What follows belongs to an exercise in optimizing a design on an open flow for small area; a production flow would make more cautious choices.
Function was checked by simulation only, so behaviour that the tests miss may differ from the original.
No activity file was given, so power comes from the tool's default toggle rates. The clock port is modelled as an ideal driver; clocking choices that lean on that would not hold on a real chip.

### flow/config.mk
export PLATFORM = sky130hd
export DESIGN_NAME = memcpy_job_queue
export DESIGN_NICKNAME = memcpy_job_queue
export VERILOG_FILES = /design/flow/design.v
export SDC_FILE = /design/flow/constraint.sdc
export NUM_CORES = 4
export LEC_CHECK = 0
export CAP_MARGIN = 20
export CORE_MARGIN = 2
export CORE_UTILIZATION = 40
export SLEW_MARGIN = 20
### flow/constraint.sdc
create_clock -name core_clock -period 5.0 [get_ports {clk}]
set_input_delay 1.0000 -clock core_clock [delete_from_list [all_inputs] [get_ports {clk}]]
set_output_delay 1.0000 -clock core_clock [all_outputs]
set_load 0.01 [all_outputs]
### flow/design.v
`default_nettype none
module memcpy_job_queue #(
  parameter int ADDR_WIDTH     = 64,
  parameter int DEPTH_LOG2     = 2,
  parameter int DONE_GUARD     = 2,
  parameter int TIMEOUT_CYCLES = 1048576
) (
  input  logic                  clk,
  input  logic                  rst,
  input  logic                  job_valid,
  output logic                  job_ready,
  input  logic [ADDR_WIDTH-1:0] job_src_addr,
  input  logic [ADDR_WIDTH-1:0] job_tgt_addr,
  input  logic [63:0]           job_len,
  input  logic [7:0]            job_tag,
  output logic [ADDR_WIDTH-1:0] memcpy_src_addr,
  output logic [ADDR_WIDTH-1:0] memcpy_tgt_addr,
  output logic [63:0]           memcpy_len,
  output logic                  memcpy_start,
  input  logic                  memcpy_done,
  output logic                  cmpl_valid,
  input  logic                  cmpl_ready,
  output logic [7:0]            cmpl_tag,
  output logic [1:0]            cmpl_status,
  output logic [DEPTH_LOG2:0]   queue_level,
  output logic                  busy,
  output logic [31:0]           cmpl_count
);
  localparam int                  DEPTH      = 1 << DEPTH_LOG2;
  localparam logic [DEPTH_LOG2:0] FULL_LEVEL = (DEPTH_LOG2+1)'(DEPTH);
  localparam logic [1:0] ST_OK      = 2'b00;
  localparam logic [1:0] ST_ZERO    = 2'b01;
  localparam logic [1:0] ST_TIMEOUT = 2'b10;
  localparam logic [2:0] S_IDLE      = 3'b000;
  localparam logic [2:0] S_LAUNCH    = 3'b001;
  localparam logic [2:0] S_ARM       = 3'b010;
  localparam logic [2:0] S_WAIT_DONE = 3'b011;
  localparam logic [2:0] S_COMPLETE  = 3'b100;
  logic [2:0] state, state_next;
  localparam int W = 2*ADDR_WIDTH + 64;
  logic [W-1:0]          fifo_dat [DEPTH];
  logic [7:0]            fifo_tag [DEPTH];
  logic [DEPTH-1:0]      fifo_zero;
  logic [DEPTH_LOG2-1:0] wr_ptr, rd_ptr;
  logic [DEPTH_LOG2:0]   level_next;
  logic                  push, pop, load;
  logic        job_zero_q;    
  logic [7:0]  job_tag_q;
  logic        guard_done;
  logic        timeout;
  logic        enter_cmpl;
  logic [1:0]  status_next;
  logic s_idle, s_launch, s_arm, s_wait, s_cmpl;
  assign s_idle   = (state == S_IDLE);
  assign s_launch = (state == S_LAUNCH);
  assign s_arm    = (state == S_ARM);
  assign s_wait   = (state == S_WAIT_DONE);
  assign s_cmpl   = (state == S_COMPLETE);
  assign push       = job_valid & job_ready;
  assign pop        = s_idle && (queue_level != '0);
  assign load       = pop && !fifo_zero[rd_ptr];
  assign level_next = queue_level + (DEPTH_LOG2+1)'(push) - (DEPTH_LOG2+1)'(pop);
  assign cmpl_valid = s_cmpl;
  assign busy       = !s_idle || (queue_level != '0);
  assign memcpy_start = s_launch && !job_zero_q;
  always_ff @(posedge clk) begin
    if (push) begin
      fifo_dat[wr_ptr]  <= {job_src_addr, job_tgt_addr, job_len};
      fifo_tag[wr_ptr]  <= job_tag;
      fifo_zero[wr_ptr] <= (job_len == '0);
    end
    if (pop) begin
      job_zero_q <= fifo_zero[rd_ptr];
      job_tag_q  <= fifo_tag[rd_ptr];
    end
  end
  always_ff @(posedge clk) begin
    if (rst) begin
      {memcpy_src_addr, memcpy_tgt_addr, memcpy_len} <= '0;
    end else if (load) begin
      {memcpy_src_addr, memcpy_tgt_addr, memcpy_len} <= fifo_dat[rd_ptr];
    end
  end
  always_ff @(posedge clk) begin
    if (rst) begin
      wr_ptr      <= '0;
      rd_ptr      <= '0;
      queue_level <= '0;
      job_ready   <= 1'b0;
    end else begin
      if (push) wr_ptr <= wr_ptr + DEPTH_LOG2'(1);
      if (pop)  rd_ptr <= rd_ptr + DEPTH_LOG2'(1);
      queue_level <= level_next;
      job_ready   <= (level_next != FULL_LEVEL);
    end
  end
  logic [19:0] to_lfsr;
  always_ff @(posedge clk) begin
    if (s_launch) to_lfsr <= '0;
    else          to_lfsr <= {to_lfsr[18:0], ~(to_lfsr[19] ^ to_lfsr[16])};
  end
  assign guard_done = to_lfsr[0];
  assign timeout    = s_wait && (to_lfsr == '0);
  always_comb begin
    state_next  = state;
    status_next = ST_OK;
    enter_cmpl  = 1'b0;
    case (state)
      S_IDLE: begin
        if (pop) state_next = S_LAUNCH;
      end
      S_LAUNCH: begin
        if (job_zero_q) begin
          status_next = ST_ZERO;
          state_next  = S_COMPLETE;
          enter_cmpl  = 1'b1;
        end else begin
          state_next  = S_ARM;
        end
      end
      S_ARM: begin
        if (guard_done) state_next = S_WAIT_DONE;
      end
      S_WAIT_DONE: begin
        if (memcpy_done) begin
          status_next = ST_OK;
          state_next  = S_COMPLETE;
          enter_cmpl  = 1'b1;
        end else if (timeout) begin
          status_next = ST_TIMEOUT;
          state_next  = S_COMPLETE;
          enter_cmpl  = 1'b1;
        end
      end
      S_COMPLETE: begin
        if (cmpl_ready) state_next = S_IDLE;
      end
      default: state_next = S_IDLE;
    endcase
  end
  always_ff @(posedge clk) begin
    if (rst) state <= S_IDLE;
    else     state <= state_next;
  end
  always_ff @(posedge clk) begin
    if (rst) begin
      cmpl_tag    <= '0;
      cmpl_status <= '0;
      cmpl_count  <= '0;
    end else begin
      if (enter_cmpl) begin
        cmpl_tag    <= job_tag_q;
        cmpl_status <= status_next;
      end
      if (s_cmpl && cmpl_ready) begin
        cmpl_count <= cmpl_count + 32'd1;
      end
    end
  end
endmodule
`default_nettype wire
### flow/run.sh
#!/bin/bash
# synth_recipe.tcl (not shown) runs the flow's synth.tcl, then flattens the netlist and writes it again
# the make line also repeats each setting of config.mk as NAME=value (left out here)
make -C /OpenROAD-flow-scripts/flow DESIGN_CONFIG=/design/flow/config.mk WORK_HOME=/design/flow/orfs CLKGATE_MAP_FILE= SYNTH_SCRIPT=/design/flow/synth_recipe.tcl finish
==> metrics.md, run 1 <==
| Metric | Value |
|---|---|
| Post-layout instance area | 49100 um^2 |
| Vias in the first global route | 21750 |
| Worst setup SP type | flip-flop |
| Pleak | 15.6 nW |
| Placement Cell Area | 45200 um^2 |
| Area contributors post-synth | edfxtp_1 63%, dfxtp_1 14%, mux4_2 12%, nand2_1 3.9%, a21oi_1 2.6% |
| Netlist Area Pre-Place | approximately 39000 um^2 |
| Area grow syn2layout | 26.0% |
| First-pass GRT wire length | about 140000 um |
| Commonest non-fill, non-tap cell in the layout | edfxtp_1 |
| Pwr dens | 534 nW/um^2 |
| Syn. warnings | 1 |
| Yosys top cell by area | edfxtp_1 |
| Post-cts hold buffer count | 0 |
| Vias | roughly 21000 |
| Routability congestion estimate | 0.760 |
| Std-Cell Rows | 114 |
| Largest family of logic cells by synthesized area | multiplexers |
| Top-Level Pins | between 400 and 500 |
| Fin crit period | 3.90 ns |
| TNS Setup | 0 ns |
| Grt peak-use layer | met2 |
| Die height | between 300 and 400 um |
| FF-to-FF setup slack | 2.04 ns |
| Bufs on Longest Clock Path | 3 |
| Worst endpoint required time | 4.00 ns |
| # DRC | 0 |
| Final Hold Fails | 0 |
| CTS HTree Levels | 3 |
| Met1 Resource Use GR | about a quarter |
| Adder-cell share of the synthesized area | 0.372% |
| Status | complete, no violations |
| Number of routed nets with antenna violations | 0 |
| Clock latency on the worst-skew pair | between 0.6 and 0.7 ns |
| Share of cells above drive strength 1 | roughly 16% |
| Area of the core | roughly 97000 um^2 |
| Post-synth EDFFs | 813 |
| PostCTS Resize Cnt | 0 |
| Initial antenna violation count | 9 |
| Post-synth top area share | a little over three fifths |
| Die extent in x | roughly 320 um |
| Maximum VDD drop | 0.343 mV |
| Hold WC Path Type | flip-flop to flip-flop |
| CTS Buf Count | about 110 |
| Clk root buf | clkbuf_16 |
| Fin crit share | roughly 78% |
| Setup crit start | state[0]$_SDFFE_PP0P_ |
| Nets | approximately 3000 |
| CP arrival | approximately 2.9 ns |
| Syn Nets | 2485 |
| Overall Global Routing Usage | between 15 and 20% |
| Crit-path max FO | 21 |
| Fraction of the mapped netlist area in simple logic gates | under 10% |
| Top achievable clock speed | approximately 260 MHz |
| Die Footprint | approximately 100000 um^2 |
| Most frequent CP cell | nor2b_1 |
| GRT overflow | 0 |
| Slew Limit Fails | 0 |
| Commonest non-fill, non-tap cells in the layout | 813 x edfxtp_1, 444 x clkdlybuf4s50_1, 402 x nand2_1 |
| Xor/xnor share of the synthesized area | 0.696% |
| CTS tree | done |
| Met2 usage | 31.6% |
| Hold wc startpoint | memcpy_tgt_addr[54]$_SDFFE_PP0P_ |
| Worst-Margin Slew | 1.01 ns |
| Mux contribution to synthesized area | 11.9% |
| Fill cells | 7984 |
| DR pass1 iterations | 5 |
| Crit path kind | flip-flop to primary output |
| Initial Util | 40.3% |
| CP bufs+invs | 1 |
| R2r startpoint | rd_ptr[0]$_SDFFE_PP0P_ |
| Met3 global-route usage | 4.47% |
| Initial DRC Count | 1423 |
| Post-Synthesis Cells | 2269 |
| Async set-reset flop share out of synthesis | 0% |
| Sequential share of the synthesized area | approximately three quarters |
| Sink Count | between 1000 and 1500 |
| CP Capture Type | primary output |
| Routed WL | between 90000 and 100000 um |
| Pin count of the biggest net entering global routing | 176 |
| Setup bufs post-CTS | 0 |
| Synth Area in Compound Gates | under 10% |
| Max-cap violations | 0 |
| Buffers on Ports | 445 |
| Netlist cell types | between 40 and 50 |
| # setup viols final | 0 |
| Top delay family on crit path | simple AND/OR/NAND/NOR gates |
| Max incr delay on CP | 0.62 ns |
| Clock transition at path regs | 0.06 ns |
| Area of the multi-input gates | 8740 um^2 |
| Rel. slew slack | roughly 33% |
| Yosys reg bits | 1078 |
| Synth Flop Type | edfxtp_1 |
| Slowest CP cell | and2_1 |
| Post-Syn Area per Cell | approximately 17 um^2 |
| Crit-path cells | nor2b_1 -> and2_1 -> nor2b_1 -> clkdlybuf4s50_1 |
| WL/cell | 22.6 um |
| Hpwl dp | 56600 um |
| RSZ-0062 raised after global routing | false |
| Clock Skews | 0.0187 ns |
| Reg area | between 20000 and 30000 um^2 |
| Vias per cell | between 5 and 6 |
[cells by family after synthesis]
kind of cell	Yosys count
adders and majority gates	11
AOI/OAI and AO/OA	221
DFF	1078
buffers and inverters	143
muxes	211
and+or+nand+nor	574
xor gates and xnor gates	31
[layer usage]
layer,wire length [um],part of all wire [%],vias to the layer above
met5,128,0.14,-
met4,2020,2.2,18
met3,5880,6.3,134
met2,47200,51,531
met1,37800,41,10860
li1,-,-,9617
[where the power goes]
part	total, mW	switching, mW	internal [mW]
logic	6.18	3.33	2.85
clock network	8.62	3.47	5.16
registers	11.4	0.528	10.9
total	26.2	7.33	18.9
[sequential cells by signal, summed over array words and instances, names as in the netlist, 4 cells and up]
register	cells
memcpy_tgt_addr	64
to_lfsr	20
job_tag_q	8
cmpl_tag	8
memcpy_len	64
fifo_tag	32
fifo_zero	4
fifo_dat	768
cmpl_count	32
memcpy_src_addr	64
[synth_stat cells (all sizes together), types with 8 or more instances]
library cell	instances
mux4	201
nor4	28
ha	10
nor3	10
clkbuf	89
nand3	11
nand2	402
a21oi	202
buf	37
dfxtp	265
inv	17
xnor2	23
o21ai	9
mux2i	10
xor2	8
nor2	38
edfxtp	813
nor2b	26
nand4	12
nand2b	18
[worst reg2reg max path, stage by stage, from the launching register on]
cell and delay [ns]:
dfxtp_4 0.76, mux4_2 0.67, nor2b_4 0.58, buf_12 0.34, nand2_1 0.36, a21oi_1 0.16
[cell type report]
class,instances,area share [%]
sequential,1078,60.5
multi-input combinational,1048,17.8
timing repair buffer,490,10.3
clock buffer,144,6.44
tap,1276,3.25
clock inverter,66,1.51
inverter,17,0.130
antenna,1,0.00510
[path summary, 6_finish.rpt]
check,end,depth (start not counted)
setup / recovery,memcpy_start,4
hold / removal,memcpy_tgt_addr[54]$_SDFFE_PP0P_,2
setup reg to reg,memcpy_len[13]$_SDFFE_PP0P_,5
hold reg to reg,memcpy_tgt_addr[54]$_SDFFE_PP0P_,2
[through the flow]
step / util (%) / power, mW / hold WS [ns] / instances / setup slack [ns]
finish: 50.8 / 26.2 / 0.451 / 4120 / 1.10
global route: 50.8 / 27.5 / 0.469 / 4119 / 0.886
CTS: 50.7 / 26.6 / 0.455 / 4118 / 1.05
detailed placement: 46.7 / 17.9 / 0.446 / 3908 / 1.13
global placement: 46.7 / 17.8 / 0.441 / 3908 / 1.15
floorplan: - / 15.1 / 0.438 / 2269 / 1.11
==> run 2: changes to the inputs <==
--- a/flow/design.v
+++ b/flow/design.v
@@ -60,3 +60,3 @@
   assign pop        = s_idle && (queue_level != '0);
-  assign load       = pop && !fifo_zero[rd_ptr];
+  assign load       = |op_sel;
   assign level_next = queue_level + (DEPTH_LOG2+1)'(push) - (DEPTH_LOG2+1)'(pop);
@@ -72,3 +72,3 @@
     if (pop) begin
-      job_zero_q <= fifo_zero[rd_ptr];
+      job_zero_q <= !load;
       job_tag_q  <= fifo_tag[rd_ptr];
@@ -76,8 +76,26 @@
   end
+  logic [DEPTH-1:0] op_sel, op_sel_next;
+  logic             op_hold;
+  logic [W-1:0]     op_next;
+  always_comb begin
+    op_hold = !(|op_sel);
+    op_next = {W{op_hold}} & {memcpy_src_addr, memcpy_tgt_addr, memcpy_len};
+    for (int i = 0; i < DEPTH; i++)
+      op_next = op_next | ({W{op_sel[i]}} & fifo_dat[i]);
+    if (rst) op_next = '0;
+  end
   always_ff @(posedge clk) begin
-    if (rst) begin
-      {memcpy_src_addr, memcpy_tgt_addr, memcpy_len} <= '0;
-    end else if (load) begin
-      {memcpy_src_addr, memcpy_tgt_addr, memcpy_len} <= fifo_dat[rd_ptr];
-    end
+    {memcpy_src_addr, memcpy_tgt_addr, memcpy_len} <= op_next;
+  end
+  logic [DEPTH_LOG2-1:0] rd_ptr_next;
+  logic                  zero_next;
+  assign rd_ptr_next = rd_ptr + DEPTH_LOG2'(pop);
+  assign zero_next   = (push && wr_ptr == rd_ptr_next) ? (job_len == '0) : fifo_zero[rd_ptr_next];
+  always_comb begin
+    for (int i = 0; i < DEPTH; i++)
+      op_sel_next[i] = !rst && (state_next == S_IDLE) && (level_next != '0) && !zero_next
+                       && (rd_ptr_next == DEPTH_LOG2'(i));
+  end
+  always_ff @(posedge clk) begin
+    op_sel <= op_sel_next;
   end
==> flow/flow/run.sh (new file) <==
#!/bin/bash
set -o pipefail
export BUFFER_PORTS_ARGS="-buffer_cell sky130_fd_sc_hd__buf_1"
bash standard.sh > standard.log 2>&1
==> flow/standard.sh (new file) <==
#!/bin/bash
# synth_recipe.tcl (not shown) runs the flow's synth.tcl, then flattens the netlist and writes it again
# the make line also repeats each setting of config.mk as NAME=value (left out here)
make -C /OpenROAD-flow-scripts/flow DESIGN_CONFIG=/design/flow/config.mk WORK_HOME=/design/flow/orfs CLKGATE_MAP_FILE= SYNTH_SCRIPT=/design/flow/synth_recipe.tcl "${@:-finish}"
removed: flow/run.sh
==> metrics.md, run 2 <==
| Metric | Value |
|---|---|
| Fin crit share | 69.7% |
| CP Capture Type | flip-flop |
| Max-cap violations | 0 |
| Crit-path max FO | 13 |
| Std-Cell Rows | 112 |
| Final Hold Fails | 0 |
| CP arrival | between 4 and 5 ns |
| Pleak | 13.5 nW |
| CTS tree | done |
| Number of flip-flops in the largest register | 768 |
| Pin count of the biggest net entering global routing | 141 |
| Pwr dens | 584 nW/um^2 |
| Post-synth top area share | 65.1% |
| TNS Setup | 0 ns |
| Share of cells above drive strength 1 | 8.40% |
| Synth Flop Type | edfxtp_1 |
| Worst setup SP type | flip-flop |
| Status | complete, no violations |
| Fill cells | 8013 |
| Top-Level Pins | 446 |
| Die Footprint | 96300 um^2 |
| Clock latency on the worst-skew pair | 0.68 ns |
| Slew Limit Fails | 0 |
| Place WS | 1.55 ns |
| Maximum VDD drop | 0.868 mV |
| Worst reg-to-reg path cell count | 12 |
| Final worst slack | ~1.5 ns |
| CTS Buf Count | about 110 |
| Setup bufs post-CTS | 0 |
| Initial Util | 40.3% |
| GRT overflow | 0 |
| Final hold slack | 0.460 ns |
| Post-Syn Area per Cell | 16.1 um^2 |
| # setup viols final | 0 |
| Worst-Margin Slew | 1.06 ns |
| Commonest cells in the netlist | 813 x edfxtp_1, 384 x a22oi_1, 269 x dfxtp_1, 225 x nand2_1, 193 x a31oi_1 |
| Adder-cell share of the synthesized area | 0.454% |
| Commonest non-fill, non-tap cells in the layout | 813 x edfxtp_1, 444 x buf_1, 384 x a22oi_1 |
| Netlist cell types | 55 |
| Initial DRC Count | 2071 |
| Worst Hold End | cmpl_tag[0]$_SDFFE_PP0P_ |
| Vias | 22604 |
| R2r endpoint | op_sel[2]$_DFF_P_ |
| CTS HTree Levels | 3 |
| Yosys top cell by area | edfxtp_1 |
| Vias per cell | 5.48 |
| First-pass GRT wire length | 143000 um |
| PostCTS Resize Cnt | 0 |
| Sink Count | 1082 |
| Hpwl dp | 55400 um |
| Hold WC Path Type | flip-flop to flip-flop |
| Cells on Worst Hold Path | 2 |
| Clock Skews | 0.0206 ns |
| Top achievable clock speed | between 200 and 300 MHz |
| R2r startpoint | state[1]$_SDFF_PP0_ |
| Die height | about 310 um |
| Crit path kind | flip-flop to flip-flop |
| # DRC | 0 |
| DR pass1 iterations | 5 |
| Overall Global Routing Usage | 19.7% |
| Nets | 2984 |
| Async set-reset flop share out of synthesis | 0% |
| Area of the core | around 93000 um^2 |
| Largest family of logic cells by synthesized area | compound AO/OA/AOI/OAI gates |
| Area grow syn2layout | 18.3% |
| Initial antenna violation count | 20 |
| Vias in the first global route | 23098 |
| Xor/xnor share of the synthesized area | 0.474% |
| Buffers on Ports | about 450 |
| Post-Synthesis Cells | 2324 |
| Sequential share of the synthesized area | 79.4% |
| Netlist Area Pre-Place | around 38000 um^2 |
| Die extent in x | 310 um |
| RSZ-0062 raised after global routing | false |
| Number of routed nets with antenna violations | 0 |
| Layout Cells excl Fill | 4124 |
| Post-synth EDFFs | 813 |
| Syn Nets | 2542 |
| Largest Register | fifo_dat |
| Rel. slew slack | 29.6% |
| Clk root buf | clkbuf_16 |
| Fraction of the mapped netlist area in simple logic gates | 4.85% |
| Commonest non-fill, non-tap cell in the layout | edfxtp_1 |
| Routability congestion estimate | between 0.8 and 0.9 |
| WL/cell | 23.6 um |
| Dpl cells | 3911 |
| Yosys reg bits | around 1100 |
| Fin crit period | 3.48 ns |
| Post-cts hold buffer count | 0 |
| Worst endpoint required time | roughly 5.6 ns |
| Clock transition at path regs | ~0.07 ns |
| FF-to-FF setup slack | 1.52 ns |
| Routed WL | 97400 um |
| Overall Power | 25.9 mW |
| Hold wc startpoint | cmpl_tag[0]$_SDFFE_PP0P_ |
| Top-count cell post-synth | edfxtp_1 |
| Synth Area in Compound Gates | ~12% |
| Mux contribution to synthesized area | less than 1% |
| Bufs on Longest Clock Path | 3 |
| Syn. warnings | 1 |
| Area contributors post-synth | edfxtp_1 65%, dfxtp_1 14%, a22oi_1 7.7%, a31oi_1 3.2%, nand2_1 2.3% |
==> run 2: cell count changes after synthesis, sizes merged, moves of 6 or more <==
cell    previous run  this run
or4                2        12
o31ai              1        12
nand2            402       225
nor3              10         2
a211oi             0         9
o41ai              0         6
nor2              38        23
a22oi              0       384
mux4             201         9
nand2b            18         5
a21oi            202        23
clkbuf            89       114
a31oi              0       193
xnor2             23         5
==> run 2: layout make-up <==
cell class	count	area, um^2	area share [%]
diodes	12	30.0	0.0677
clock buffers	147	3020	6.80
clock inverters	54	697	1.57
inverters	17	63.8	0.144
multi-input cells	1076	7080	16.0
flip-flops and latches	1082	29800	67.2
well taps	1254	1570	3.54
repair buffers	482	2100	4.74
==> run 2: cells by family (layout without fill, tap and decap cells) <==
group / count (synthesis) / in the layout
xor gates and xnor gates: 17 / 17
DFF: 1082 / 1082
muxes: 21 / 21
AOI/OAI and AO/OA: 645 / 645
other: 0 / 12
adders and majority gates: 13 / 13
buffers and inverters: 166 / 700
and+or+nand+nor: 380 / 380
==> run 2: worst max path at each step <==
stage	cells after the start	endpoint	start	slack, ns
after floorplan	2	fifo_dat[0][0]$_DFFE_PP_	job_valid	0.43
after global placement	12	op_sel[0]$_DFF_P_	state[1]$_SDFF_PP0_	1.63
after detailed placement	12	op_sel[0]$_DFF_P_	state[1]$_SDFF_PP0_	1.55
after CTS	12	op_sel[2]$_DFF_P_	state[1]$_SDFF_PP0_	1.53
after global routing	12	op_sel[1]$_DFF_P_	state[1]$_SDFF_PP0_	1.23
final	12	op_sel[2]$_DFF_P_	state[1]$_SDFF_PP0_	1.52
==> run 2: where the power goes <==
group / total [mW] / switching, mW / leakage, nW / internal (mW)
Sequential: 12.1 / 0.909 / 9.57 / 11.2
Clock: 8.36 / 3.36 / 1.83 / 5.01
Combinational: 5.38 / 3.74 / 2.14 / 1.64
Total: 25.9 / 8.01 / 13.5 / 17.9
==> run 2: metal layers <==
layer | part of all wire [%] | global-route usage [%] | vias up
li1 | - | - | 10175
met3 | 6.9 | 5.05 | 174
met4 | 2.5 | 6.63 | 20
met5 | 0.14 | 0 | -
met2 | 50 | 33.8 | 739
met1 | 40 | 24.2 | 11496
==> run 2: critical path: stages, from the launching register on <==
cell	delay [ns]
dfxtp_1	0.45
nor3_1	0.39
nand2_1	0.19
inv_1	0.46
ha_1	0.34
inv_1	0.06
ha_1	0.13
inv_1	0.05
fa_1	0.39
xnor3_1	0.28
a211oi_1	0.29
nand4_1	0.12
a211oi_1	0.22
==> run 2: per-stage QoR <==
step / instance area (um^2) / utilization, %
floorplan: 37500 / -
global placement: 40600 / 43.6
detailed placement: 40600 / 43.6
CTS: 44300 / 47.6
global route: 44400 / 47.6
finish: 44400 / 47.6
==> run 3: changes to the inputs <==
==> flow/flow/run.sh (replaced) <==
#!/bin/bash
set -euo pipefail
rm -rf scripts_area
cp -r "$FLOW_HOME/scripts" scripts_area
cp flow/abc_area.script scripts_area/abc_speed.script
bash standard.sh SCRIPTS_DIR="$PWD/scripts_area" synth > synth.log 2>&1
export BUFFER_PORTS_ARGS="-buffer_cell sky130_fd_sc_hd__buf_1"
bash standard.sh > layout.log 2>&1
==> flow/flow/abc_area.script (new file) <==
&get -n
&st
&dch
&nf -R 1000 -p
&st
&syn2
&if -g -K 6
&synch2
&nf -R 1000 -p
&st
&dch
&nf -R 1000 -p
&put
--- a/flow/config.mk
+++ b/flow/config.mk
@@ -9,3 +9,6 @@
 export CORE_MARGIN = 2
-export CORE_UTILIZATION = 40
+export CORE_UTILIZATION = 65
+export CTS_BUF_LIST = sky130_fd_sc_hd__clkbuf_16
+export CTS_CLUSTER_DIAMETER = 200
+export CTS_CLUSTER_SIZE = 30
 export SLEW_MARGIN = 20
==> metrics.md, run 3 <==
| Metric | Value |
|---|---|
| Setup crit start | state[0]$_SDFF_PP0_ |
| Die extent in x | 240 um |
| Netlist Area Pre-Place | approximately 36000 um^2 |
| Hpwl dp | 46800 um |
| Mux contribution to synthesized area | 0.811% |
| Largest Register | fifo_dat |
| R2r startpoint | queue_level[1]$_SDFF_PP0_ |
| Yosys reg bits | approximately 1100 |
| Post-cts hold buffer count | 0 |
| Worst endpoint required time | 4.00 ns |
| Syn. warnings | 1 |
| Post-Syn Area per Cell | 17.8 um^2 |
| Netlist cell types | 36 |
| Status | complete, no violations |
| Setup bufs post-CTS | 0 |
| Die Footprint | 57500 um^2 |
| Rel. slew slack | between 20% and 30% |
| Nets | roughly 2800 |
| DR pass1 iterations | 6 |
| Sequential share of the synthesized area | between 80 and 90% |
| Worst-Margin Slew | about 1.2 ns |
| Final worst slack | 1.99 ns |
| Top-count cell post-synth | edfxtp_1 |
| Die height | 240 um |
| Maximum VDD drop | 0.814 mV |
| Adder-cell share of the synthesized area | less than 1% |
| PostCTS Resize Cnt | 0 |
| CP Capture Type | primary output |
| Clock transition at path regs | 0.11 ns |
| GRT overflow | 0 |
| Sink Count | 1082 |
| Hold WC Path Type | flip-flop to flip-flop |
| Initial DRC Count | 2412 |
| Syn Nets | 2252 |
| Worst setup SP type | flip-flop |
| Bufs on Longest Clock Path | 3 |
| Fill cells | 3492 |
| Yosys top cell by area | edfxtp_1 |
| Number of flip-flops in the largest register | 768 |
| Clock latency on the worst-skew pair | about 0.62 ns |
| Slew Limit Fails | 0 |
| Xor/xnor share of the synthesized area | less than 1% |
| Number of routed nets with antenna violations | 0 |
| Top achievable clock speed | 332 MHz |
| Post-synth EDFFs | 813 |
| Max-cap violations | 0 |
| Share of cells above drive strength 1 | 3.79% |
| Initial antenna violation count | 12 |
| # setup viols final | 0 |
| Pleak | 12.4 nW |
| Synth Area in Compound Gates | between 10% and 20% |
| First-pass GRT wire length | 122000 um |
| Overall Global Routing Usage | 28.2% |
| Clock Skews | 0.0323 ns |
| CTS HTree Levels | 2 |
| Routed WL | around 83000 um |
| Largest family of logic cells by synthesized area | compound AO/OA/AOI/OAI gates |
| Crit-path max FO | 22 |
| RSZ-0062 raised after global routing | false |
| Crit path kind | flip-flop to primary output |
| Hold wc startpoint | to_lfsr[6]$_SDFF_PN0_ |
| Post-Synthesis Cells | around 2000 |
| Std-Cell Rows | 86 |
| Final Hold Fails | 0 |
| Top-Level Pins | 446 |
| Vias per cell | 6.34 |
| # DRC | 0 |
| Initial Util | 65.7% |
| Pin count of the biggest net entering global routing | ~190 |
| Area grow syn2layout | 12.0% |
| Async set-reset flop share out of synthesis | 0% |
| Vias | 21192 |
| CTS Buf Count | 42 |
| CP arrival | 2.01 ns |
| Commonest cells in the netlist | 813 x edfxtp_1, 269 x dfxtp_1, 216 x nand2_1, 192 x a222oi_1, 110 x a21oi_1 |
| Synth Flop Type | edfxtp_1 |
| TNS Setup | 0 ns |
| Vias in the first global route | 20407 |
| Buffers on Ports | 445 |
| Area contributors post-synth | edfxtp_1 68%, dfxtp_1 15%, a222oi_1 5.3%, nand2_1 2.2%, a22oi_1 1.9% |
| Pwr dens | 537 nW/um^2 |
| Fin crit period | about 3 ns |
| WL/cell | 24.7 um |
| Commonest non-fill, non-tap cells in the layout | 813 x edfxtp_1, 444 x buf_1, 265 x dfxtp_1 |
| Commonest non-fill, non-tap cell in the layout | edfxtp_1 |
| Clk root buf | clkbuf_16 |
| Routability congestion estimate | 0.810 |
| Fin crit share | 60.3% |
| Post-synth top area share | 67.6% |
| CTS tree | done |
| Place WS | 1.61 ns |
| Fraction of the mapped netlist area in simple logic gates | 4.65% |
| Area of the core | about 55000 um^2 |
run 3: area by class of cell:
type / instances / area (um^2) / area share (%)
clock inverters: 30 / 139 / 0.343
multi-input cells: 941 / 6310 / 15.6
clock buffers: 45 / 1130 / 2.78
diodes: 6 / 15.0 / 0.0371
flip-flops and latches: 1082 / 29800 / 73.7
repair buffers: 477 / 2080 / 5.13
inverters: 11 / 41.3 / 0.102
well taps: 748 / 936 / 2.31
run 3: final timing paths:
path | to | slack (ns) | cells past startpoint
max | memcpy_start | 1.99 | 5
min | to_lfsr[7]$_SDFF_PN0_ | 0.46 | 1
max reg2reg | op_sel[1]$_DFF_P_ | 2.02 | 13
min reg2reg | to_lfsr[7]$_SDFF_PN0_ | 0.46 | 1
run 3: kinds of logic after synthesis:
kind of cell | count (synthesis)
flops | 1082
buf+inv | 11
simple gates | 373
xor+xnor | 18
mux | 18
fa+ha+maj | 13
compound gates | 519
run 3: where the power goes:
group | switching, mW | leakage (nW) | internal (mW) | total [mW]
combinational | 3.69 | 2.09 | 1.83 | 5.52
sequential | 0.768 | 9.57 | 11.3 | 12.0
clock | 2.50 | 0.720 | 1.66 | 4.17
total | 6.96 | 12.4 | 14.8 | 21.7
run 3: worst max-delay path, stage by stage (launching register included):
cell,delay (ns)
dfxtp_1,0.41
nor2b_1,0.22
nor2b_1,0.15
buf_4,0.24
nor2b_1,0.21
buf_1,0.17
run 3: per-stage QoR:
step                cells  area, um^2  power [mW]  hold WS (ns)  util, %
global route         3337       40400        22.7         0.487     73.6
floorplan            2034       36100        15.3         0.438        -
finish               3340       40500        21.7         0.462     73.6
detailed placement   3258       39200        17.8         0.456     71.2
CTS                  3333       40400        21.8         0.473     73.5
global placement     3258       39200        17.6         0.444     71.2
run 3: per-layer routing:
layer | global-route usage [%] | vias to the layer above | part of all wire (%)
li1 | - | 9536 | -
met1 | 38.7 | 10513 | 38
met2 | 44.7 | 978 | 48
met3 | 7.30 | 153 | 10
met4 | 9.39 | 12 | 3.3
met5 | 0 | - | 0.086
==> run 4: changes to the inputs <==
--- a/flow/design.v
+++ b/flow/design.v
@@ -117,5 +117,5 @@
     if (s_launch) to_lfsr <= '0;
-    else          to_lfsr <= {to_lfsr[18:0], ~(to_lfsr[19] ^ to_lfsr[16])};
+    else          to_lfsr <= {~to_lfsr[18:0], to_lfsr[19] ^ to_lfsr[16]};
   end
-  assign guard_done = to_lfsr[0];
+  assign guard_done = to_lfsr[1];
   assign timeout    = s_wait && (to_lfsr == '0);
==> metrics.md, run 4 <==
| Metric | Value |
|---|---|
| Hold wc startpoint | to_lfsr[18]$_SDFF_PN0_ |
| Sink Count | around 1100 |
| Nets | between 2000 and 3000 |
| Fin crit period | 3.20 ns |
| Yosys top cell by area | edfxtp_1 |
| Post-cts hold buffer count | 0 |
| Status | complete, no violations |
| Number of flip-flops in the largest register | 768 |
| Rel. slew slack | about 27% |
| Top-Level Pins | approximately 450 |
| Commonest cells in the netlist | 813 x edfxtp_1, 269 x dfxtp_1, 223 x nand2_1, 192 x a222oi_1, 111 x a31oi_1 |
| Max incr delay on CP | 0.73 ns |
| Routed WL | 84400 um |
| Maximum VDD drop | about 0.50 mV |
| Cells on Worst Hold Path | 1 |
| Top-count cell post-synth | edfxtp_1 |
| R2r startpoint | state[1]$_SDFF_PP0_ |
| Crit path kind | flip-flop to flip-flop |
| Pwr dens | roughly 540 nW/um^2 |
| Final Hold Fails | 0 |
| CTS Buf Count | 42 |
| Commonest non-fill, non-tap cells in the layout | 813 x edfxtp_1, 444 x buf_1, 265 x dfxtp_1 |
| Sequential share of the synthesized area | 82.6% |
| Async set-reset flop share out of synthesis | 0% |
| CP Capture Type | flip-flop |
| First-pass GRT wire length | about 120000 um |
| Worst endpoint required time | 5.48 ns |
| Initial DRC Count | 2443 |
| Vias | between 20000 and 25000 |
| Clock transition at path regs | 0.11 ns |
| Most frequent CP cell | nor2_1 |
| Largest Register | fifo_dat |
| Syn Nets | around 2300 |
| Buffers on Ports | 445 |
| Die Footprint | 57400 um^2 |
| Max-cap violations | 0 |
| Post-synth top area share | about two thirds |
| Area grow syn2layout | 12.2% |
| Initial antenna violation count | 23 |
| Post-synth EDFFs | 813 |
| GRT overflow | 0 |
| Met2 usage | around 47% |
| Crit-path cells | nor2_1 -> and3_1 -> nand2_1 -> nor2_1 -> and2_0 -> nor3b_1 -> nor2b_1 -> nand3_1 -> xor2_1 -> nor2_1 |
| CP arrival | between 3 and 4 ns |
| Fin crit share | 64.1% |
| Hold WC Path Type | flip-flop to flip-flop |
| RSZ-0062 raised after global routing | false |
| Std-Cell Rows | 86 |
| Slew Limit Fails | 0 |
| Pin count of the biggest net entering global routing | 131 |
| Hpwl dp | between 40000 and 50000 um |
| Pleak | approximately 12 nW |
| Clk root buf | clkbuf_16 |
| Die extent in x | 240 um |
| Routability congestion estimate | 0.802 |
| Area contributors post-synth | edfxtp_1 68%, dfxtp_1 15%, a222oi_1 5.3%, nand2_1 2.3%, a31oi_1 1.9% |
| CTS tree | done |
| Grt peak-use layer | met2 |
| Fill cells | 3488 |
| WL/cell | 25.1 um |
| Commonest non-fill, non-tap cell in the layout | edfxtp_1 |
| Dpl cells | 3266 |
| Yosys reg bits | 1082 |
| Met3 global-route usage | 7.55% |
| Area of the core | 55000 um^2 |
| Clock Skews | 0.0344 ns |
| Slowest CP cell | nor3b_1 |
| Crit-path max FO | 12 |
| Die height | about 240 um |
| Netlist cell types | 36 |
| Netlist Area Pre-Place | 36100 um^2 |
| Top achievable clock speed | between 300 and 400 MHz |
| Syn. warnings | 1 |
| Worst setup SP type | flip-flop |
| Post-layout instance area | slightly above 40000 um^2 |
| Vias in the first global route | 20607 |
| DR pass1 iterations | 8 |
| Vias per cell | approximately 6.3 |
| Initial Util | around two thirds |
| Bufs on Longest Clock Path | 3 |
| Placement Cell Area | slightly below 40000 um^2 |
| Setup bufs post-CTS | 0 |
| Post-Syn Area per Cell | ~18 um^2 |
| # DRC | 0 |
| R2r endpoint | cmpl_count[28]$_SDFFE_PP0P_ |
| Worst-Margin Slew | 1.09 ns |
| Clock latency on the worst-skew pair | 0.61 ns |
| FF-to-FF setup slack | 1.80 ns |
| Post-Synthesis Cells | 2037 |
| Synth Flop Type | edfxtp_1 |
| Worst reg-to-reg path cell count | 10 |
| Number of routed nets with antenna violations | 0 |
| CTS HTree Levels | 2 |
| Overall Global Routing Usage | 28.9% |
| Met1 Resource Use GR | 39.5% |
| TNS Setup | 0 ns |
| # setup viols final | 0 |
| Share of cells above drive strength 1 | 3.97% |
| Worst Hold End | to_lfsr[19]$_SDFF_PN0_ |
| PostCTS Resize Cnt | 0 |
| Layout Cells excl Fill | 3356 |
-- run 4: changes by cell type after synthesis, sizes merged --
| cell | before | now |
|---|---|---|
| nand2 | 216 | 223 |
| nand4 | 7 | 6 |
| a21oi | 110 | 106 |
| o21ai | 2 | 3 |
| and2 | 4 | 3 |
| nand2b | 2 | 4 |
| a31oi | 107 | 111 |
| xor2 | 10 | 9 |
| a22oi | 91 | 87 |
| nor2b | 24 | 5 |
| or3 | 1 | 0 |
| xnor2 | 8 | 9 |
| or4 | 0 | 1 |
| nor2 | 39 | 57 |
-- run 4: kinds of logic after synthesis --
family                   after synthesis  synth area share, %
AND/OR/NAND/NOR                      379                 4.59
flip-flops                          1082                 82.6
adder cells (fa/ha/maj)               13                0.472
multiplexers                          18                0.812
AO/OA/AOI/OAI                        516                 10.9
XOR/XNOR                              18                0.437
buffers and inverters                 11                0.114
-- run 4: area by class of cell --
| type | instances | area, um^2 | area share (%) |
|---|---|---|---|
| multi-input cells | 944 | 6260 | 15.5 |
| inverters | 11 | 41.3 | 0.102 |
| diodes | 11 | 27.5 | 0.0681 |
| clock buffers | 45 | 1130 | 2.78 |
| well taps | 748 | 936 | 2.31 |
| flip-flops and latches | 1082 | 29800 | 73.7 |
| repair buffers | 482 | 2090 | 5.17 |
| clock inverters | 33 | 150 | 0.371 |
-- run 4: critical path: cells and delay by family (launching register included) --
family                    cells  cell delay, ns
and+or+nand+nor               9            2.53
xor gates and xnor gates      1            0.18
DFF                           1            0.38
-- run 4: metal layers --
layer / vias to the layer above / share of wire (%)
li1: 9551 / -
met1: 10729 / 39
met4: 28 / 2.3
met3: 122 / 9.8
met5: - / 0.21
met2: 879 / 49
-- run 4: stage by stage --
| stage | power, mW | worst slack [ns] | hold slack (ns) | utilization [%] |
|---|---|---|---|---|
| detailed placement | 17.8 | 1.30 | 0.398 | 71.2 |
| global route | 22.8 | 1.50 | 0.430 | 73.5 |
| global placement | 17.6 | 1.35 | 0.389 | 71.2 |
| floorplan | 15.3 | -1.20 | 0.384 | - |
| CTS | 21.9 | 1.83 | 0.414 | 73.5 |
| finish | 21.8 | 1.80 | 0.414 | 73.6 |
-- run 4: worst max path at each step --
stage / from / to
after floorplan: op_sel[1]$_DFF_P_ / job_zero_q$_DFFE_PP_
after global placement: cmpl_ready / cmpl_count[28]$_SDFFE_PP0P_
after detailed placement: cmpl_ready / cmpl_count[28]$_SDFFE_PP0P_
after CTS: state[1]$_SDFF_PP0_ / cmpl_count[28]$_SDFFE_PP0P_
after global routing: state[1]$_SDFF_PP0_ / cmpl_count[22]$_SDFFE_PP0P_
final: state[1]$_SDFF_PP0_ / cmpl_count[28]$_SDFFE_PP0P_
-- run 4: report_power, final --
group | total, mW | internal, mW | switching (mW)
combinational | 5.38 | 1.82 | 3.56
sequential | 12.2 | 11.3 | 0.937
clock | 4.20 | 1.67 | 2.53
total | 21.8 | 14.8 | 7.03
==> run 5: changes to the inputs <==
--- a/flow/design.v
+++ b/flow/design.v
@@ -43,3 +43,4 @@
   logic [DEPTH-1:0]      fifo_zero;
-  logic [DEPTH_LOG2-1:0] wr_ptr, rd_ptr;
+  logic [DEPTH_LOG2-1:0] wr_ptr;
+  logic [DEPTH-1:0]      rd_oh;      
   logic [DEPTH_LOG2:0]   level_next;
@@ -71,16 +72,24 @@
     end
-    if (pop) begin
-      job_zero_q <= !load;
-      job_tag_q  <= fifo_tag[rd_ptr];
-    end
   end
-  logic [DEPTH-1:0] op_sel, op_sel_next;
-  logic             op_hold;
+  always_ff @(posedge clk) begin
+    job_zero_q <= !load;
+  end
+  logic [DEPTH-1:0] pop_sel, op_sel;
+  logic             op_hold, op_keep;
+  logic [DEPTH-1:0] op_take;
   logic [W-1:0]     op_next;
+  logic [7:0]       tag_next;
   always_comb begin
+    pop_sel = rd_oh & {DEPTH{pop}};
+    op_sel  = pop_sel & ~fifo_zero;    
     op_hold = !(|op_sel);
-    op_next = {W{op_hold}} & {memcpy_src_addr, memcpy_tgt_addr, memcpy_len};
-    for (int i = 0; i < DEPTH; i++)
-      op_next = op_next | ({W{op_sel[i]}} & fifo_dat[i]);
-    if (rst) op_next = '0;
+    op_take = op_sel & {DEPTH{!rst}};
+    op_keep = op_hold && !rst;
+    op_next = (({W{op_take[0]}} & fifo_dat[0]) | ({W{op_take[1]}} & fifo_dat[1])
+               | ({W{op_take[2]}} & fifo_dat[2]))
+            | (({W{op_take[3]}} & fifo_dat[3])
+               | ({W{op_keep}} & {memcpy_src_addr, memcpy_tgt_addr, memcpy_len}));
+    tag_next = (({8{pop_sel[0]}} & fifo_tag[0]) | ({8{pop_sel[1]}} & fifo_tag[1])
+                | ({8{pop_sel[2]}} & fifo_tag[2]))
+             | (({8{pop_sel[3]}} & fifo_tag[3]) | ({8{!pop}} & job_tag_q));
   end
@@ -88,14 +97,3 @@
     {memcpy_src_addr, memcpy_tgt_addr, memcpy_len} <= op_next;
-  end
-  logic [DEPTH_LOG2-1:0] rd_ptr_next;
-  logic                  zero_next;
-  assign rd_ptr_next = rd_ptr + DEPTH_LOG2'(pop);
-  assign zero_next   = (push && wr_ptr == rd_ptr_next) ? (job_len == '0) : fifo_zero[rd_ptr_next];
-  always_comb begin
-    for (int i = 0; i < DEPTH; i++)
-      op_sel_next[i] = !rst && (state_next == S_IDLE) && (level_next != '0) && !zero_next
-                       && (rd_ptr_next == DEPTH_LOG2'(i));
-  end
-  always_ff @(posedge clk) begin
-    op_sel <= op_sel_next;
+    job_tag_q <= tag_next;
   end
@@ -104,3 +102,3 @@
       wr_ptr      <= '0;
-      rd_ptr      <= '0;
+      rd_oh       <= DEPTH'(1);
       queue_level <= '0;
@@ -109,3 +107,3 @@
       if (push) wr_ptr <= wr_ptr + DEPTH_LOG2'(1);
-      if (pop)  rd_ptr <= rd_ptr + DEPTH_LOG2'(1);
+      if (pop)  rd_oh  <= {rd_oh[DEPTH-2:0], rd_oh[DEPTH-1]};
       queue_level <= level_next;
@@ -162,2 +160,13 @@
   end
+  logic [31:0] cnt_all;
+  logic [31:0] cnt_next;
+  logic        cnt_inc;
+  always_comb begin
+    cnt_inc    = s_cmpl && cmpl_ready;
+    cnt_all[0] = 1'b1;
+    for (int i = 1; i < 32; i++)
+      cnt_all[i] = cnt_all[i-1] & cmpl_count[i-1];
+    for (int i = 0; i < 32; i++)
+      cnt_next[i] = cmpl_count[i] ^ (cnt_inc & cnt_all[i]);
+  end
   always_ff @(posedge clk) begin
@@ -172,5 +181,3 @@
       end
-      if (s_cmpl && cmpl_ready) begin
-        cmpl_count <= cmpl_count + 32'd1;
-      end
+      cmpl_count <= cnt_next;
     end
--- a/flow/flow/run.sh
+++ b/flow/flow/run.sh
@@ -1,2 +1,11 @@
 #!/bin/bash
+# Layout flow: the standard flow (standard.sh) with changes that only
+# affect cell area:
+#  - synthesis maps the logic with the area-oriented ABC script flow/abc_area.script
+#    (registers, their names and cell types are those of the standard synthesis);
+#  - the port buffers are the smallest buffer cell, sky130_fd_sc_hd__buf_1;
+#  - clock-tree synthesis clusters up to 30 sinks per clkbuf_16 leaf buffer and
+#    adds no dummy loads.
+# Each step's full output goes to a log file in this folder (and ORFS's own
+# per-step logs under orfs/logs/).
 set -euo pipefail
@@ -7,2 +16,3 @@
 export BUFFER_PORTS_ARGS="-buffer_cell sky130_fd_sc_hd__buf_1"
+export CTS_ARGS="-sink_clustering_enable -repair_clock_nets -sink_clustering_size 30 -sink_clustering_max_diameter 200 -buf_list sky130_fd_sc_hd__clkbuf_16 -dont_use_dummy_load"
 bash standard.sh > layout.log 2>&1
==> flow/flow/abc_area.script (replaced) <==
&get -n
&st
&dch
&nf -R 1000 -p
&put
==> metrics.md, run 5 <==
| Metric | Value |
|---|---|
| Status | complete, no violations |
| Post-layout instance area | between 30000 and 40000 um^2 |
| Clock Skews | 0.0255 ns |
| Post-Synthesis Cells | 1923 |
| Hpwl dp | 44000 um |
| Crit path kind | flip-flop to flip-flop |
| Routed WL | roughly 77000 um |
| Max layer used | met5 |
| Post-synth top area share | 68.4% |
| Share of cells above drive strength 1 | 4.18% |
| Area of the core | 53800 um^2 |
| Vias | 20008 |
| # setup viols final | 0 |
| Vias per cell | 6.35 |
| Clk root buf | clkbuf_16 |
| CTS Buf Count | 41 |
| Fin crit share | 91.9% |
| Hold WC Path Type | flip-flop to flip-flop |
| Die Footprint | 56200 um^2 |
| Netlist Area Pre-Place | ~35000 um^2 |
| Commonest non-fill, non-tap cells in the layout | 804 x edfxtp_1, 444 x buf_1, 275 x dfxtp_1 |
| WL/cell | between 20 and 25 um |
| Syn Nets | 2137 |
| GRT overflow | 0 |
| CTS tree | done |
| DRT met1 WL | 30000 um |
| Clock transition at path regs | between 0.1 and 0.15 ns |
| Worst-Margin Slew | between 1 and 1.5 ns |
| Commonest cells in the netlist | 804 x edfxtp_1, 276 x dfxtp_1, 215 x nand2_1, 202 x a22oi_1, 200 x a222oi_1 |
| RSZ-0062 raised after global routing | false |
| Max-cap violations | 0 |
| Vias in the first global route | ~19000 |
| Sequential share of the synthesized area | 84.0% |
| Maximum VDD drop | roughly 0.36 mV |
| Worst endpoint required time | roughly 5.5 ns |
| Overall Global Routing Usage | 26.8% |
| Area grow syn2layout | 11.8% |
| Post-Syn Area per Cell | 18.4 um^2 |
| Number of routed nets with antenna violations | 0 |
| Die height | 237 um |
| Pwr dens | 464 nW/um^2 |
| Met3 wire len | 7570 um |
| Rel. slew slack | 17.1% |
| Largest Register | fifo_dat |
| Initial DRC Count | 2269 |
| Post-synth EDFFs | 804 |
| Die extent in x | 237 um |
| Top achievable clock speed | 218 MHz |
| Worst setup SP type | flip-flop |
| Met2 routed wirelength | 37700 um |
| DR pass1 iterations | 9 |
| Final Hold Fails | 0 |
| TNS Setup | 0 ns |
| Nets | approximately 2700 |
| PostCTS Resize Cnt | 0 |
| Bufs on Longest Clock Path | 3 |
| Yosys top cell by area | edfxtp_1 |
| Fin crit period | 4.60 ns |
| Top-Level Pins | roughly 450 |
| # DRC | 0 |
| Initial antenna violation count | 15 |
| Std-Cell Rows | 85 |
| CP Capture Type | flip-flop |
| CP arrival | around 5.1 ns |
| Overall Power | 18.3 mW |
| Fill cells | 3417 |
| Pin count of the biggest net entering global routing | between 150 and 200 |
| Buffers on Ports | around 450 |
| Pleak | 13.2 nW |
| First-pass GRT wire length | 114000 um |
| Yosys reg bits | 1080 |
| Area contributors post-synth | edfxtp_1 68%, dfxtp_1 16%, a222oi_1 5.7%, a22oi_1 4.3%, nand2_1 2.3% |
| Sink Count | between 1000 and 1500 |
| Top-count cell post-synth | edfxtp_1 |
| Slew Limit Fails | 0 |
| Netlist cell types | 29 |
| Post-cts hold buffer count | 0 |
| CTS HTree Levels | 2 |
| Commonest non-fill, non-tap cell in the layout | edfxtp_1 |
| Placement Cell Area | 38400 um^2 |
| Clock latency on the worst-skew pair | 0.61 ns |
| Setup bufs post-CTS | 0 |
| Number of flip-flops in the largest register | approximately 770 |
| Routability congestion estimate | 0.787 |
| Syn. warnings | 1 |
| Synth Flop Type | edfxtp_1 |
| Initial Util | 65.6% |
| Async set-reset flop share out of synthesis | 0% |
| Crit-path max FO | 5 |
==> run 5: area by class of cell <==
type	count	area, um^2	share of cell area, %
diodes	11	27.5	0.0697
clock buffers	41	1030	2.60
multi-input cells	831	5750	14.6
repair buffers	478	2090	5.30
flip-flops and latches	1080	29700	75.1
inverters	12	50.0	0.127
well taps	696	871	2.21
==> run 5: power by group <==
group          internal, mW  switching [mW]
clock network          1.49            2.40
logic                 0.901            2.06
registers              10.9           0.536
==> run 5: worst paths after layout <==
path / start / endpoint / slack, ns / cells past startpoint
worst max register to register: state[2]$_SDFFE_PP0P_ / cmpl_count[31]$_SDFF_PP0_ / 0.40 / 23
worst min register to register: to_lfsr[10]$_SDFF_PN0_ / to_lfsr[11]$_SDFF_PN0_ / 0.41 / 1
worst max-delay path: state[2]$_SDFFE_PP0P_ / cmpl_count[31]$_SDFF_PP0_ / 0.40 / 23
worst min-delay path: to_lfsr[10]$_SDFF_PN0_ / to_lfsr[11]$_SDFF_PN0_ / 0.41 / 1
==> run 5: routing by layer <==
| metal | vias up | GRT usage, % |
|---|---|---|
| met3 | 122 | 7.29 |
| met2 | 829 | 42.7 |
| li1 | 9035 | - |
| met1 | 10014 | 36.7 |
| met5 | - | 0 |
| met4 | 8 | 8.23 |
==> run 5: kinds of logic (layout without fill, tap and decap cells) <==
family	Yosys count	after routing	share of synthesized area (%)
buf+inv	12	531	0.128
compound gates	432	432	10.5
simple gates	368	368	4.49
mux	8	8	0.227
xor+xnor	14	14	0.347
flops	1080	1080	84.0
other cells	0	11	0
fa+ha+maj	9	9	0.340
==> run 5: worst max-delay path, cell delays in order (launching register included) <==
cell and delay [ns]:
dfxtp_1 0.40, nor3b_1 0.33, and2_0 0.23, and4_1 0.26
and2_4 0.18, and3_1 0.19, and2_1 0.15, and3_1 0.17
and2_1 0.15, and3_1 0.18, and2_4 0.14, and3_1 0.17
and2_4 0.14, and3_1 0.17, and2_4 0.14, and3_1 0.17
and2_4 0.16, and3_1 0.19, and2_4 0.17, and3_1 0.19
and2_4 0.17, and3_4 0.21, and3_1 0.17, nor3_1 0.04
==> run 5: metrics by stage <==
step | hold WS [ns] | setup slack [ns] | utilization (%) | instances
finish | 0.409 | 0.405 | 73.4 | 3149
global placement | 0.398 | 0.0133 | 71.4 | 3097
floorplan | 0.384 | 0.00682 | - | 1923
CTS | 0.410 | 0.419 | 73.3 | 3138
global route | 0.430 | 0.0328 | 73.4 | 3146
detailed placement | 0.401 | -0.0289 | 71.4 | 3097
==> run 6: changes to the inputs <==
--- a/flow/design.v
+++ b/flow/design.v
@@ -47,2 +47,3 @@
   logic                  push, pop, load;
+  logic [DEPTH-1:0]      pop_sel, op_sel;
   logic        job_zero_q;    
@@ -53,6 +54,5 @@
   logic [1:0]  status_next;
-  logic s_idle, s_launch, s_arm, s_wait, s_cmpl;
+  logic s_idle, s_launch, s_wait, s_cmpl;
   assign s_idle   = (state == S_IDLE);
   assign s_launch = (state == S_LAUNCH);
-  assign s_arm    = (state == S_ARM);
   assign s_wait   = (state == S_WAIT_DONE);
@@ -76,3 +76,2 @@
   end
-  logic [DEPTH-1:0] pop_sel, op_sel;
   logic             op_hold, op_keep;
@@ -160,13 +159,11 @@
   end
-  logic [31:0] cnt_all;
+  logic [31:0] cnt_all;    
   logic [31:0] cnt_next;
   logic        cnt_inc;
-  always_comb begin
-    cnt_inc    = s_cmpl && cmpl_ready;
-    cnt_all[0] = 1'b1;
-    for (int i = 1; i < 32; i++)
-      cnt_all[i] = cnt_all[i-1] & cmpl_count[i-1];
-    for (int i = 0; i < 32; i++)
-      cnt_next[i] = cmpl_count[i] ^ (cnt_inc & cnt_all[i]);
+  assign cnt_inc    = s_cmpl && cmpl_ready;
+  assign cnt_all[0] = 1'b1;
+  for (genvar i = 1; i < 32; i++) begin : g_cnt_all
+    assign cnt_all[i] = cnt_all[i-1] & cmpl_count[i-1];
   end
+  assign cnt_next = cmpl_count ^ ({32{cnt_inc}} & cnt_all);
   always_ff @(posedge clk) begin
==> metrics.md, run 6 <==
| Metric | Value |
|---|---|
| Status | complete, no violations |
| Synth Flop Type | edfxtp_1 |
| Adder-cell share of the synthesized area | 0.411% |
| GRT overflow | 0 |
| CP arrival | between 5 and 6 ns |
| First-pass GRT wire length | 116000 um |
| Mux contribution to synthesized area | 0.227% |
| Max incr delay on CP | 0.41 ns |
| Nets | approximately 2700 |
| Syn Nets | 2142 |
| Hpwl dp | 44900 um |
| Pwr dens | 465 nW/um^2 |
| Routability congestion estimate | 0.817 |
| Worst setup SP type | flip-flop |
| Netlist Area Pre-Place | 35300 um^2 |
| Async set-reset flop share out of synthesis | 0% |
| Yosys top cell by area | edfxtp_1 |
| Die height | around 240 um |
| Netlist cell types | 30 |
| CP Capture Type | flip-flop |
| Vias | ~20000 |
| Bufs on Longest Clock Path | 3 |
| Worst-Margin Slew | 1.22 ns |
| Synth Area in Compound Gates | 10.4% |
| Pleak | 13.2 nW |
| Xor/xnor share of the synthesized area | 0.347% |
| Initial Util | approximately two thirds |
| Vias in the first global route | 19590 |
| Overall Global Routing Usage | roughly 27% |
| Placement Cell Area | a little under 40000 um^2 |
| Fin crit share | just over 90% |
| Slew Limit Fails | 0 |
| Post-synth EDFFs | roughly 800 |
| Yosys reg bits | between 1000 and 1500 |
| Area grow syn2layout | 11.8% |
| Initial antenna violation count | 9 |
| Rel. slew slack | 18.7% |
| Clock latency on the worst-skew pair | 0.61 ns |
| Worst endpoint required time | 5.46 ns |
| Share of cells above drive strength 1 | under 10% |
| Largest Register | fifo_dat |
| Crit-path max FO | 5 |
| Crit-path cells | nor3b_2 -> and2_0 -> and4_1 -> and3_4 -> and3_4 -> and3_1 -> and2_1 -> and3_1 -> and2_1 -> and3_1 -> and2_1 -> and3_1 -> and2_1 -> and3_1 -> and2_1 -> and3_1 -> and2_1 -> and3_1 -> and2_1 -> and3_4 -> and3_1 -> nor3_1 |
| # DRC | 0 |
| Number of flip-flops in the largest register | 768 |
| Most frequent CP cell | and3_1 |
| CTS HTree Levels | 2 |
| CP bufs+invs | 0 |
| Post-Syn Area per Cell | 18.4 um^2 |
| Commonest non-fill, non-tap cells in the layout | 804 x edfxtp_1, 444 x buf_1, 275 x dfxtp_1 |
| Hold WC Path Type | flip-flop to flip-flop |
| Top-count cell post-synth | edfxtp_1 |
| Syn. warnings | 1 |
| Buffers on Ports | around 450 |
| Post-layout instance area | about 40000 um^2 |
| Maximum VDD drop | 0.461 mV |
| Final Hold Fails | 0 |
| Top achievable clock speed | 216 MHz |
| Layout Cells excl Fill | 3144 |
| Max-cap violations | 0 |
| Commonest cells in the netlist | 804 x edfxtp_1, 276 x dfxtp_1, 218 x nand2_1, 200 x a222oi_1, 200 x a22oi_1 |
| Die extent in x | roughly 240 um |
| Setup bufs post-CTS | 0 |
| Fraction of the mapped netlist area in simple logic gates | approximately 4.5% |
| Post-Synthesis Cells | ~1900 |
| Clk root buf | clkbuf_16 |
| Vias per cell | approximately 6.4 |
| # setup viols final | 0 |
| Std-Cell Rows | between 80 and 90 |
| Area of the core | about 54000 um^2 |
| Dpl cells | 3099 |
| Top-Level Pins | about 450 |
| DR pass1 iterations | 10 |
| RSZ-0062 raised after global routing | false |
| Commonest non-fill, non-tap cell in the layout | edfxtp_1 |
| Number of routed nets with antenna violations | 0 |
| Die Footprint | ~56000 um^2 |
| Fill cells | roughly 3400 |
| Clock Skews | 0.0201 ns |
| Largest family of logic cells by synthesized area | compound AO/OA/AOI/OAI gates |
| Clock transition at path regs | 0.11 ns |
| CTS tree | done |
| Initial DRC Count | 2425 |
| Sequential share of the synthesized area | 83.9% |
| Fin crit period | 4.63 ns |
| WL/cell | around 25 um |
| Pin count of the biggest net entering global routing | 193 |
| Post-synth top area share | about two thirds |
| Sink Count | 1080 |
| CTS Buf Count | 41 |
| Area contributors post-synth | edfxtp_1 68%, dfxtp_1 16%, a222oi_1 5.7%, a22oi_1 4.2%, nand2_1 2.3% |
| Routed WL | a little under 80000 um |
| Crit path kind | flip-flop to flip-flop |
| Slowest CP cell | dfxtp_1 |
| Top delay family on crit path | simple AND/OR/NAND/NOR gates |
## run 6: cell types whose count changed after synthesis, moves of 2 or more
cell / before / now
nor2b_1: 5 / 3
ha_1: 8 / 10
nor2_1: 58 / 56
nand2_1: 215 / 218
a22oi_1: 202 / 200
## run 6: stage by stage
| step | utilization, % | setup WS, ns | TNS (ns) | total power [mW] | hold WS, ns |
|---|---|---|---|---|---|
| 4_1_cts | 73.4 | 0.299 | 0 | 18.5 | 0.415 |
| 6_report | 73.4 | 0.371 | 0 | 18.4 | 0.414 |
| 2_1_floorplan | - | 0.00686 | 0 | 13.3 | 0.384 |
| 3_5_place_dp | 71.5 | -0.108 | -0.141 | 14.7 | 0.400 |
| 3_3_place_gp | 71.5 | 0.0166 | 0 | 14.6 | 0.388 |
| 5_1_grt | 73.4 | 0.0632 | 0 | 19.1 | 0.432 |
## run 6: final timing paths
check / endpoint / depth (start not counted) / startpoint / slack, ns
max: cmpl_count[31]$_SDFF_PP0_ / 22 / state[2]$_SDFFE_PP0P_ / 0.37
min: to_lfsr[18]$_SDFF_PN0_ / 1 / to_lfsr[17]$_SDFF_PN0_ / 0.41
max reg2reg: cmpl_count[31]$_SDFF_PP0_ / 22 / state[2]$_SDFFE_PP0P_ / 0.37
min reg2reg: to_lfsr[18]$_SDFF_PN0_ / 1 / to_lfsr[17]$_SDFF_PN0_ / 0.41
## run 6: final cells by class
class                   instances  area, um^2  area share [%]
inverters                      13        53.8           0.136
flip-flops and latches       1080       29700            75.1
repair buffers                477        2100            5.31
multi-input cells             833        5770            14.6
clock buffers                  41        1030            2.60
diodes                          4        10.0          0.0253
well taps                     696         871            2.20
## run 6: power by group
part / internal, mW / total (mW) / switching [mW]
clock: 1.49 / 3.86 / 2.37
combinational: 0.918 / 3.01 / 2.09
sequential: 10.9 / 11.5 / 0.557
total: 13.3 / 18.4 / 5.02
## run 6: cells by family after synthesis
logic type	after synthesis
simple gates	370
flops	1080
mux	8
buf+inv	13
fa+ha+maj	11
xor+xnor	14
compound gates	430
## run 6: metal layers
layer	vias to the layer above	wire length (um)	global-route usage (%)
li1	9036	-	-
met1	10005	29900	37.7
met2	871	38500	44.6
met3	99	7500	6.07
met4	12	1750	6.90
met5	-	88	0
## run 6: repair_timing
item,4_1_cts,5_1_grt
hold buffers,0,0
resized for setup,0,1
endpoints found under the setup margin,0,2
==> run 7: changes to the inputs <==
--- a/flow/flow/run.sh
+++ b/flow/flow/run.sh
@@ -6,3 +6,3 @@
 #  - the port buffers are the smallest buffer cell, sky130_fd_sc_hd__buf_1;
-#  - clock-tree synthesis clusters up to 30 sinks per clkbuf_16 leaf buffer and
+#  - clock-tree synthesis clusters up to 32 sinks per clkbuf_16 leaf buffer and
 #    adds no dummy loads.
@@ -16,3 +16,3 @@
 export BUFFER_PORTS_ARGS="-buffer_cell sky130_fd_sc_hd__buf_1"
-export CTS_ARGS="-sink_clustering_enable -repair_clock_nets -sink_clustering_size 30 -sink_clustering_max_diameter 200 -buf_list sky130_fd_sc_hd__clkbuf_16 -dont_use_dummy_load"
+export CTS_ARGS="-sink_clustering_enable -repair_clock_nets -sink_clustering_size 32 -sink_clustering_max_diameter 200 -buf_list sky130_fd_sc_hd__clkbuf_16 -dont_use_dummy_load"
 bash standard.sh > layout.log 2>&1
--- a/flow/config.mk
+++ b/flow/config.mk
@@ -12,3 +12,3 @@
 export CTS_CLUSTER_DIAMETER = 200
-export CTS_CLUSTER_SIZE = 30
+export CTS_CLUSTER_SIZE = 32
 export SLEW_MARGIN = 20
==> metrics.md, run 7 <==
| Metric | Value |
|---|---|
| Most frequent CP cell | and3_1 |
| Rel. slew slack | approximately a fifth |
| CTS Buf Count | 39 |
| CTS HTree Levels | 2 |
| Number of flip-flops in the largest register | 768 |
| CP Capture Type | flip-flop |
| # DRC | 0 |
| R2r startpoint | state[2]$_SDFFE_PP0P_ |
| Max layer used | met5 |
| Share of cells above drive strength 1 | 3.93% |
| Met3 wire len | ~7000 um |
| Top-count cell post-synth | edfxtp_1 |
| Nets | 2660 |
| Clock Skews | about 0.027 ns |
| Post-Syn Area per Cell | 18.4 um^2 |
| Setup crit start | state[2]$_SDFFE_PP0P_ |
| Die Footprint | 56300 um^2 |
| Area of the core | 53800 um^2 |
| RSZ-0062 raised after global routing | false |
| Final worst slack | 0.354 ns |
| Overall Power | roughly 18 mW |
| Post-synth EDFFs | 804 |
| Clock transition at path regs | 0.11 ns |
| Buffers on Ports | 445 |
| Top-Level Pins | 446 |
| Fill cells | roughly 3400 |
| Yosys reg bits | 1080 |
| Crit-path cells | nor3b_2 -> and2_0 -> and4_1 -> and3_4 -> and3_4 -> and3_1 -> and2_1 -> and3_1 -> and2_1 -> and3_1 -> and2_1 -> and3_1 -> and2_1 -> and3_1 -> and2_1 -> and3_1 -> and2_1 -> and3_1 -> and2_1 -> and3_4 -> and3_1 -> nor3_1 |
| GRT overflow | 0 |
| Routed WL | 77600 um |
| Initial DRC Count | 2465 |
| Overall Global Routing Usage | 27.1% |
| Fin crit share | 92.9% |
| Status | complete, no violations |
| Initial antenna violation count | 9 |
| Worst-Margin Slew | 1.19 ns |
| Commonest non-fill, non-tap cells in the layout | 804 x edfxtp_1, 444 x buf_1, 275 x dfxtp_1 |
| Fin util | between 70% and 80% |
| Initial Util | 65.7% |
| Vias in the first global route | between 15000 and 20000 |
| WL/cell | between 20 and 25 um |
| Vias | between 15000 and 20000 |
| Top delay family on crit path | simple AND/OR/NAND/NOR gates |
| Worst endpoint required time | 5.45 ns |
| Syn. warnings | 1 |
| Sink Count | 1080 |
| DR pass1 iterations | 9 |
| Layout Cells excl Fill | 3142 |
| Slew Limit Fails | 0 |
| Clk root buf | clkbuf_16 |
| Max-cap violations | 0 |
| CP bufs+invs | 0 |
| CP arrival | 5.10 ns |
| DRT met1 WL | 30400 um |
| Post-Synthesis Cells | 1926 |
| PostCTS Resize Cnt | 0 |
| Yosys top cell by area | edfxtp_1 |
| Vias per cell | between 6 and 7 |
| Place WS | -0.108 ns |
| TNS Setup | 0 ns |
| Met2 routed wirelength | about 38000 um |
| Worst setup SP type | flip-flop |
| Hold WC Path Type | flip-flop to flip-flop |
| Reg area | roughly 30000 um^2 |
| Setup bufs post-CTS | 0 |
| First-pass GRT wire length | 116000 um |
| Hold wc startpoint | to_lfsr[6]$_SDFF_PN0_ |
| Die height | 237 um |
| Crit-path max FO | 5 |
| Bufs on Longest Clock Path | 3 |
| Syn Nets | 2142 |
| Netlist Area Pre-Place | approximately 35000 um^2 |
| Area contributors post-synth | edfxtp_1 68%, dfxtp_1 16%, a222oi_1 5.7%, a22oi_1 4.2%, nand2_1 2.3% |
| CTS tree | done |
| Crit path kind | flip-flop to flip-flop |
| Routability congestion estimate | 0.817 |
| Area of the multi-input gates | around 5800 um^2 |
| Slowest CP cell | dfxtp_1 |
| Post-synth top area share | 68.3% |
| Max incr delay on CP | 0.42 ns |
| Top achievable clock speed | 215 MHz |
| Pin count of the biggest net entering global routing | around 190 |
| Commonest non-fill, non-tap cell in the layout | edfxtp_1 |
| Std-Cell Rows | 85 |
| Sequential share of the synthesized area | roughly 84% |
| Pwr dens | 463 nW/um^2 |
| Fin crit period | 4.65 ns |
| Clock latency on the worst-skew pair | around 0.6 ns |
| Post-cts hold buffer count | 0 |
| Synth Flop Type | edfxtp_1 |
| Final Hold Fails | 0 |
| Async set-reset flop share out of synthesis | 0% |
| Area grow syn2layout | 11.6% |
| Commonest cells in the netlist | 804 x edfxtp_1, 276 x dfxtp_1, 218 x nand2_1, 200 x a222oi_1, 200 x a22oi_1 |
| Largest Register | fifo_dat |
| Pleak | 13.2 nW |
| Dpl cells | 3099 |
| Number of routed nets with antenna violations | 0 |
| Hpwl dp | 44900 um |
| Die extent in x | between 200 and 250 um |
| Maximum VDD drop | 0.395 mV |
| # setup viols final | 0 |
| Netlist cell types | 30 |
[run 7: cell counts after synthesis]
No cell type changed its count.
[run 7: per-stage QoR]
step	hold WS, ns	instance area (um^2)
after global routing	0.432	39400
after global placement	0.388	38500
after detailed placement	0.400	38500
after CTS	0.408	39400
final	0.408	39500
after floorplan	0.384	35500
[run 7: routing by layer]
metal,up-vias,track usage [%]
li1,9034,-
met1,9969,37.9
met2,848,44.1
met3,109,5.82
met4,12,7.20
met5,-,0
[run 7: layout make-up]
| cell class | instances | share of cell area [%] |
|---|---|---|
| flip-flops and latches | 1080 | 75.2 |
| multi-input cells | 833 | 14.6 |
| inverters | 13 | 0.136 |
| well taps | 696 | 2.21 |
| repair buffers | 477 | 5.32 |
| diodes | 4 | 0.0254 |
| clock buffers | 39 | 2.47 |
[run 7: cell families after synthesis]
family                   Yosys count  synth area share, %
AND/OR/NAND/NOR                  370                 4.52
adder cells (fa/ha/maj)           11                0.411
AO/OA/AOI/OAI                    430                 10.4
flip-flops                      1080                 83.9
XOR/XNOR                          14                0.347
buffers and inverters             13                0.138
multiplexers                       8                0.227
[run 7: worst paths after layout]
check | cells past startpoint | slack, ns | to
worst max-delay path | 22 | 0.35 | cmpl_count[31]$_SDFF_PP0_
worst min-delay path | 1 | 0.41 | to_lfsr[7]$_SDFF_PN0_
worst max register to register | 22 | 0.35 | cmpl_count[31]$_SDFF_PP0_
worst min register to register | 1 | 0.41 | to_lfsr[7]$_SDFF_PN0_
[run 7: report_power, final]
part / total [mW] / internal [mW] / switching (mW) / leakage, nW
logic: 3.00 / 0.917 / 2.08 / 3.15
clock network: 3.78 / 1.42 / 2.36 / 0.481
registers: 11.5 / 10.9 / 0.553 / 9.55
total: 18.3 / 13.3 / 5.00 / 13.2

## re-timing with driven ports
In the flow no input, the clock included, has a driving cell. The finished layouts below were timed again as built, in two steps. Step 1, drivers: a clkbuf_16 drives clk and a buf_2 each remaining input, both assumed. Step 2 also shifts input and output timing later by t, the mid clock arrival at the registers, as if the neighbouring blocks saw the same clock. a / b / c = no drivers / after step 1 / after step 2; a / b = the first two.
run	t, ns	setup slack, ns
run 1	0.728	1.105 / 1.042 / 1.170
run 2	0.734	1.515 / 1.515 / 1.515
run 3	0.662	1.986 / 1.927 / 1.573
run 4	0.659	1.796 / 1.796 / 1.235
run 5	0.661	0.405 / 0.405 / -0.053
run 6	0.657	0.371 / 0.371 / -0.104
run 7	0.647	0.354 / 0.354 / -0.099
With both steps, setup timing fails in run 5, run 6 and run 7, where it was met with ideal ports.
